This design comes from an exercise in tuning for small area and a short achievable clock period on the open sky130 flow, not from production work. RTL that was checked went through simulation tests only; none was proved equivalent to the original. No activity file was given, so power comes from the tool's default toggle rates.

==> exp/onyx <==
==> flow/design.v <==
module stub_stream_framer #(
    parameter int DEPTH = 64,
    parameter int AW    = 6
) (
    input  logic        clk,
    input  logic        reset,
    input  logic        new_event,
    input  logic [2:0]  BX,
    input  logic [47:0] in_dat,
    input  logic        in_valid,
    input  logic        in_none,
    output logic [47:0] out_dat,
    output logic        out_valid,
    input  logic        out_ready,
    output logic        out_last,
    output logic        busy,
    output logic [15:0] drop_cnt
);
    localparam int MD = DEPTH - 2;     
    typedef enum logic [1:0] {S_IDLE, S_HOLD, S_OPEN} state_t;
    state_t       state_reg;
    logic [1:0]   hold_reg;       
    logic         pend_reg;       
    logic [2:0]   cur_bx_reg;
    logic [11:0]  cnt_reg;
    logic         ovf_reg;
    logic [15:0]  drop_cnt_reg;
    logic         busy_reg;
    logic [AW:0]   count_reg;     
    logic [48:0]   mem [MD];
    logic [AW-1:0] wp_reg;
    logic [AW-1:0] rp_reg;
    logic [48:0]   stage_reg;
    logic          stage_v_reg;
    logic [48:0]   out_reg;
    logic          out_valid_reg;
    logic          wr_en;
    logic          wr_fire;
    logic          is_trl;
    logic          is_hdr;
    logic [47:0]   wr_word;
    logic          accept;
    logic          drop;
    logic          pop;
    logic          load_out;
    logic [AW:0]   mcount;        
    logic          m_nz;
    logic          m_full;
    logic          mem_we;
    logic          rp_inc;
    logic          nxt_valid;
    logic [AW:0]   count_nxt;
    state_t        state_nxt;
    always_comb begin
        wr_en   = 1'b0;
        accept  = 1'b0;
        drop    = 1'b0;
        unique case (state_reg)
            S_HOLD: begin
                wr_en = new_event || (hold_reg == 2'd0);
            end
            S_OPEN: begin
                if (new_event || pend_reg) begin
                    wr_en = 1'b1;
                end else if (in_valid) begin
                    if (count_reg <= (AW+1)'(DEPTH - 3)) begin
                        wr_en  = 1'b1;
                        accept = 1'b1;
                    end else begin
                        drop = 1'b1;
                    end
                end else if (in_none) begin
                    wr_en = 1'b1;
                end
            end
            default: ;
        endcase
    end
    assign is_trl  = new_event || (state_reg == S_OPEN && (pend_reg || !in_valid));
    assign is_hdr  = (state_reg == S_HOLD);
    assign wr_word = is_trl ? {8'h5A, cur_bx_reg, ovf_reg, 24'b0, cnt_reg}
                   : is_hdr ? {8'hA5, cur_bx_reg, 37'b0}
                   : in_dat;
    assign wr_fire = wr_en && (count_reg != (AW+1)'(DEPTH));
    assign mcount   = count_reg - (AW+1)'(out_valid_reg) - (AW+1)'(stage_v_reg);
    assign m_nz     = (mcount != '0);
    assign m_full   = (mcount == (AW+1)'(MD));
    assign pop      = out_valid_reg && out_ready;
    assign load_out = pop || !out_valid_reg;
    assign nxt_valid = m_nz || stage_v_reg;
    assign mem_we   = stage_v_reg && !m_full;
    assign rp_inc   = load_out && nxt_valid;
    always_comb begin
        count_nxt = count_reg;
        case ({wr_fire, pop})
            2'b10:   count_nxt = count_reg + (AW+1)'(1);
            2'b01:   count_nxt = count_reg - (AW+1)'(1);
            default: count_nxt = count_reg;
        endcase
    end
    always_comb begin
        state_nxt = state_reg;
        if (new_event) begin
            state_nxt = S_HOLD;
        end else begin
            unique case (state_reg)
                S_IDLE: ;
                S_HOLD: if (hold_reg == 2'd2) state_nxt = S_OPEN;
                S_OPEN: begin
                    if (pend_reg) state_nxt = S_IDLE;
                    else if (in_none && !in_valid) state_nxt = S_IDLE;
                end
                default: state_nxt = S_IDLE;
            endcase
        end
    end
    always_ff @(posedge clk) begin
        if (reset) begin
            state_reg    <= S_IDLE;
            hold_reg     <= 2'd0;
            pend_reg     <= 1'b0;
            cur_bx_reg   <= 3'd0;
            cnt_reg      <= 12'd0;
            ovf_reg      <= 1'b0;
            drop_cnt_reg <= 16'd0;
            busy_reg     <= 1'b0;
        end else begin
            state_reg <= state_nxt;
            busy_reg  <= (state_nxt != S_IDLE) || (count_nxt != '0);
            if (drop && drop_cnt_reg != 16'hFFFF) begin
                drop_cnt_reg <= drop_cnt_reg + 16'd1;
            end
            if (new_event) begin
                hold_reg   <= 2'd0;
                pend_reg   <= 1'b0;
                cur_bx_reg <= BX;
                cnt_reg    <= 12'd0;
                ovf_reg    <= 1'b0;
            end else begin
                unique case (state_reg)
                    S_IDLE: ;
                    S_HOLD: begin
                        if (hold_reg != 2'd2) begin
                            hold_reg <= hold_reg + 2'd1;
                        end
                    end
                    S_OPEN: begin
                        if (pend_reg) begin
                            pend_reg <= 1'b0;
                        end else begin
                            if (accept && cnt_reg != 12'hFFF) begin
                                cnt_reg <= cnt_reg + 12'd1;
                            end
                            if (drop) begin
                                ovf_reg <= 1'b1;
                            end
                            if (in_none && in_valid) begin
                                pend_reg <= 1'b1;
                            end
                        end
                    end
                    default: ;
                endcase
            end
        end
    end
    always_ff @(posedge clk) begin
        if (!(stage_v_reg && m_full)) begin
            stage_reg <= {is_trl, wr_word};
        end
    end
    always_ff @(posedge clk) begin
        if (mem_we) begin
            mem[wp_reg] <= stage_reg;
        end
    end
    always_ff @(posedge clk) begin
        if (load_out) begin
            out_reg <= m_nz ? mem[rp_reg] : stage_reg;
        end
    end
    always_ff @(posedge clk) begin
        if (reset) begin
            wp_reg        <= '0;
            rp_reg        <= '0;
            count_reg     <= '0;
            stage_v_reg   <= 1'b0;
            out_valid_reg <= 1'b0;
        end else begin
            count_reg   <= count_nxt;
            stage_v_reg <= wr_fire || (stage_v_reg && m_full);
            if (mem_we) begin
                wp_reg <= (wp_reg == AW'(MD - 1)) ? '0 : wp_reg + AW'(1);
            end
            if (rp_inc) begin
                rp_reg <= (rp_reg == AW'(MD - 1)) ? '0 : rp_reg + AW'(1);
            end
            if (load_out) begin
                out_valid_reg <= nxt_valid;
            end
        end
    end
    assign out_dat   = out_reg[47:0];
    assign out_last  = out_reg[48];
    assign out_valid = out_valid_reg;
    assign busy      = busy_reg;
    assign drop_cnt  = drop_cnt_reg;
endmodule
==> flow/run.sh <==
#!/bin/bash
# synth_recipe.tcl (not shown) runs the flow's synth.tcl, then flattens the netlist and writes it again
# the make line also repeats each setting of config.mk as NAME=value (left out here)
make -C /OpenROAD-flow-scripts/flow DESIGN_CONFIG=/design/flow/config.mk WORK_HOME=/design/flow/orfs CLKGATE_MAP_FILE= SYNTH_SCRIPT=/design/flow/synth_recipe.tcl finish
==> flow/config.mk <==
export PLATFORM = sky130hd
export DESIGN_NAME = stub_stream_framer
export DESIGN_NICKNAME = stub_stream_framer
export VERILOG_FILES = /design/flow/design.v
export SDC_FILE = /design/flow/constraint.sdc
export NUM_CORES = 4
export LEC_CHECK = 0
export CAP_MARGIN = 20
export CORE_MARGIN = 2
export CORE_UTILIZATION = 40
export SLEW_MARGIN = 20
==> flow/constraint.sdc <==
create_clock -name core_clock -period 4.2 [get_ports {clk}]
set_input_delay 0.8400 -clock core_clock [delete_from_list [all_inputs] [get_ports {clk}]]
set_output_delay 0.8400 -clock core_clock [all_outputs]
set_load 0.01 [all_outputs]
==> exp/cedar (differences from exp/onyx) <==
--- a/flow/design.v
+++ b/flow/design.v
@@ -45,5 +45,8 @@
     logic          load_out;
-    logic [AW:0]   mcount;        
-    logic          m_nz;
-    logic          m_full;
+    logic [AW-1:0] mcount_reg;    
+    logic          m_nz_reg;      
+    logic          m_full_reg;    
+    logic          can_acc_reg;   
+    logic          nfull_reg;     
+    logic [AW-1:0] mcount_nxt;
     logic          mem_we;
@@ -65,3 +68,3 @@
                 end else if (in_valid) begin
-                    if (count_reg <= (AW+1)'(DEPTH - 3)) begin
+                    if (can_acc_reg) begin
                         wr_en  = 1'b1;
@@ -83,10 +86,7 @@
                    : in_dat;
-    assign wr_fire = wr_en && (count_reg != (AW+1)'(DEPTH));
-    assign mcount   = count_reg - (AW+1)'(out_valid_reg) - (AW+1)'(stage_v_reg);
-    assign m_nz     = (mcount != '0);
-    assign m_full   = (mcount == (AW+1)'(MD));
+    assign wr_fire = wr_en && nfull_reg;
     assign pop      = out_valid_reg && out_ready;
     assign load_out = pop || !out_valid_reg;
-    assign nxt_valid = m_nz || stage_v_reg;
-    assign mem_we   = stage_v_reg && !m_full;
+    assign nxt_valid = m_nz_reg || stage_v_reg;
+    assign mem_we   = stage_v_reg && !m_full_reg;
     assign rp_inc   = load_out && nxt_valid;
@@ -98,2 +98,10 @@
             default: count_nxt = count_reg;
+        endcase
+    end
+    always_comb begin
+        mcount_nxt = mcount_reg;
+        case ({mem_we, rp_inc})
+            2'b10:   mcount_nxt = mcount_reg + AW'(1);
+            2'b01:   mcount_nxt = mcount_reg - AW'(1);
+            default: mcount_nxt = mcount_reg;
         endcase
@@ -167,3 +175,3 @@
     always_ff @(posedge clk) begin
-        if (!(stage_v_reg && m_full)) begin
+        if (!(stage_v_reg && m_full_reg)) begin
             stage_reg <= {is_trl, wr_word};
@@ -178,3 +186,3 @@
         if (load_out) begin
-            out_reg <= m_nz ? mem[rp_reg] : stage_reg;
+            out_reg <= m_nz_reg ? mem[rp_reg] : stage_reg;
         end
@@ -186,2 +194,7 @@
             count_reg     <= '0;
+            mcount_reg    <= '0;
+            m_nz_reg      <= 1'b0;
+            m_full_reg    <= 1'b0;
+            can_acc_reg   <= 1'b1;
+            nfull_reg     <= 1'b1;
             stage_v_reg   <= 1'b0;
@@ -190,3 +203,8 @@
             count_reg   <= count_nxt;
-            stage_v_reg <= wr_fire || (stage_v_reg && m_full);
+            mcount_reg  <= mcount_nxt;
+            m_nz_reg    <= (mcount_nxt != '0);
+            m_full_reg  <= (mcount_nxt == AW'(MD));
+            can_acc_reg <= (count_nxt <= (AW+1)'(DEPTH - 3));
+            nfull_reg   <= (count_nxt != (AW+1)'(DEPTH));
+            stage_v_reg <= wr_fire || (stage_v_reg && m_full_reg);
             if (mem_we) begin
CORE_UTILIZATION = 55   (was 40)
PLACE_DENSITY = 0.65   (was unset)
SETUP_SLACK_MARGIN = 1.6   (was unset)
==> notes <==
- Clock power: exp/onyx is higher than exp/cedar (about 2%).
- Of exp/onyx and exp/cedar, exp/cedar has the higher combinational power (gap 28%, measured against exp/cedar).
- Between exp/onyx and exp/cedar, the lower fmax is in exp/onyx (gap 28%, measured against exp/cedar).
- Power: exp/cedar is higher than exp/onyx (5.1%).
- Global-route usage: exp/onyx is lower than exp/cedar (9.0 points).
- Final cell count: exp/cedar is smaller than exp/onyx (about 13%).
- Between exp/cedar and exp/onyx, the lower count of clock-buffer cells in the layout is in exp/cedar (gap 13).
- Of exp/cedar and exp/onyx, exp/onyx has the higher worst hold slack (gap 150 ps).
- In exp/onyx the die area is higher than in exp/cedar, by about 38%.
- Against exp/onyx, the setup slack of exp/cedar is higher by 1200 ps.
==> figures <==
metric	exp/cedar	exp/onyx
Cts repair resizes	488	0
Status	timing/DRC/antenna clean	timing/DRC/antenna clean
Count of non-filler cells in the finished layout	9,593	11.0k
Layout-to-synthesis area ratio	1.195x	1.174x
Yosys reg bits	3,211	3,201
Count of TritonRoute iterations in the first routing pass	5	8
Post-synthesis share of cell area spent on full adders, half adders and majority gates	0.220%	0.199%
Wire length on met2	164,000 um	150,000 um
Remaining max-slew budget at the tightest pin	24.4%	23.0%
Critical Path AT	3810 ps	4790 ps
Wire length of the first global-routing pass	470,000 um	463,000 um
Post-Place Cell Area	0.131 sq mm	0.134 sq mm
Worst setup path end	can_acc_reg	mem[49][43]
Inserted tap cell count	2,975	4,100
Worst path setup slack after routing	1240 ps	88.0 ps
Maximum fanout count along the critical path	4	22
Internal power	61.0 mW	57.8 mW
Simple-gate portion of the synthesized area	2.14%	2.65%
Power after layout	80.8 mW	76.9 mW
Place WS	35.1 ps	-304 ps
Sequential share of the synthesized area	77.8%	77.4%
Only the layout flow was run in exp/cedar; the RTL was not checked for function there.

-- afterwards: timing with drivers on the ports --
The results above use ideal ports. As a check the final layouts listed here were re-extracted and re-timed, cells and wires unchanged.
Step 1: set_driving_cell puts a clkbuf_16 on clk and a buf_2 on each other input, an assumption about the parent block.
Step 2, shift: input delay + t, output delay - t, t = (earliest + latest rising clock arrival at the registers) / 2. This alone moves slack from input paths to output paths.
a / b / c = no drivers / after step 1 / after step 2; a / b = the first two.
| run | shift t [ns] | setup WS [ns] | slew at the worst register clock pin (ns) | cell pins on the clock port's net |
|---|---|---|---|---|
| exp/onyx | 1.035 | 0.088 / 0.088 / -0.356 | 0.07 / 0.07 | 1 |
| exp/cedar | 1.040 | 1.244 / 1.244 / 0.296 | 0.07 / 0.07 | 1 |
Met with ideal ports but missed after step 2: setup timing in exp/onyx. For exp/cedar, which loses most, drivers alone change the setup slack by 0.000 ns; drivers and shift together by -0.948 ns.
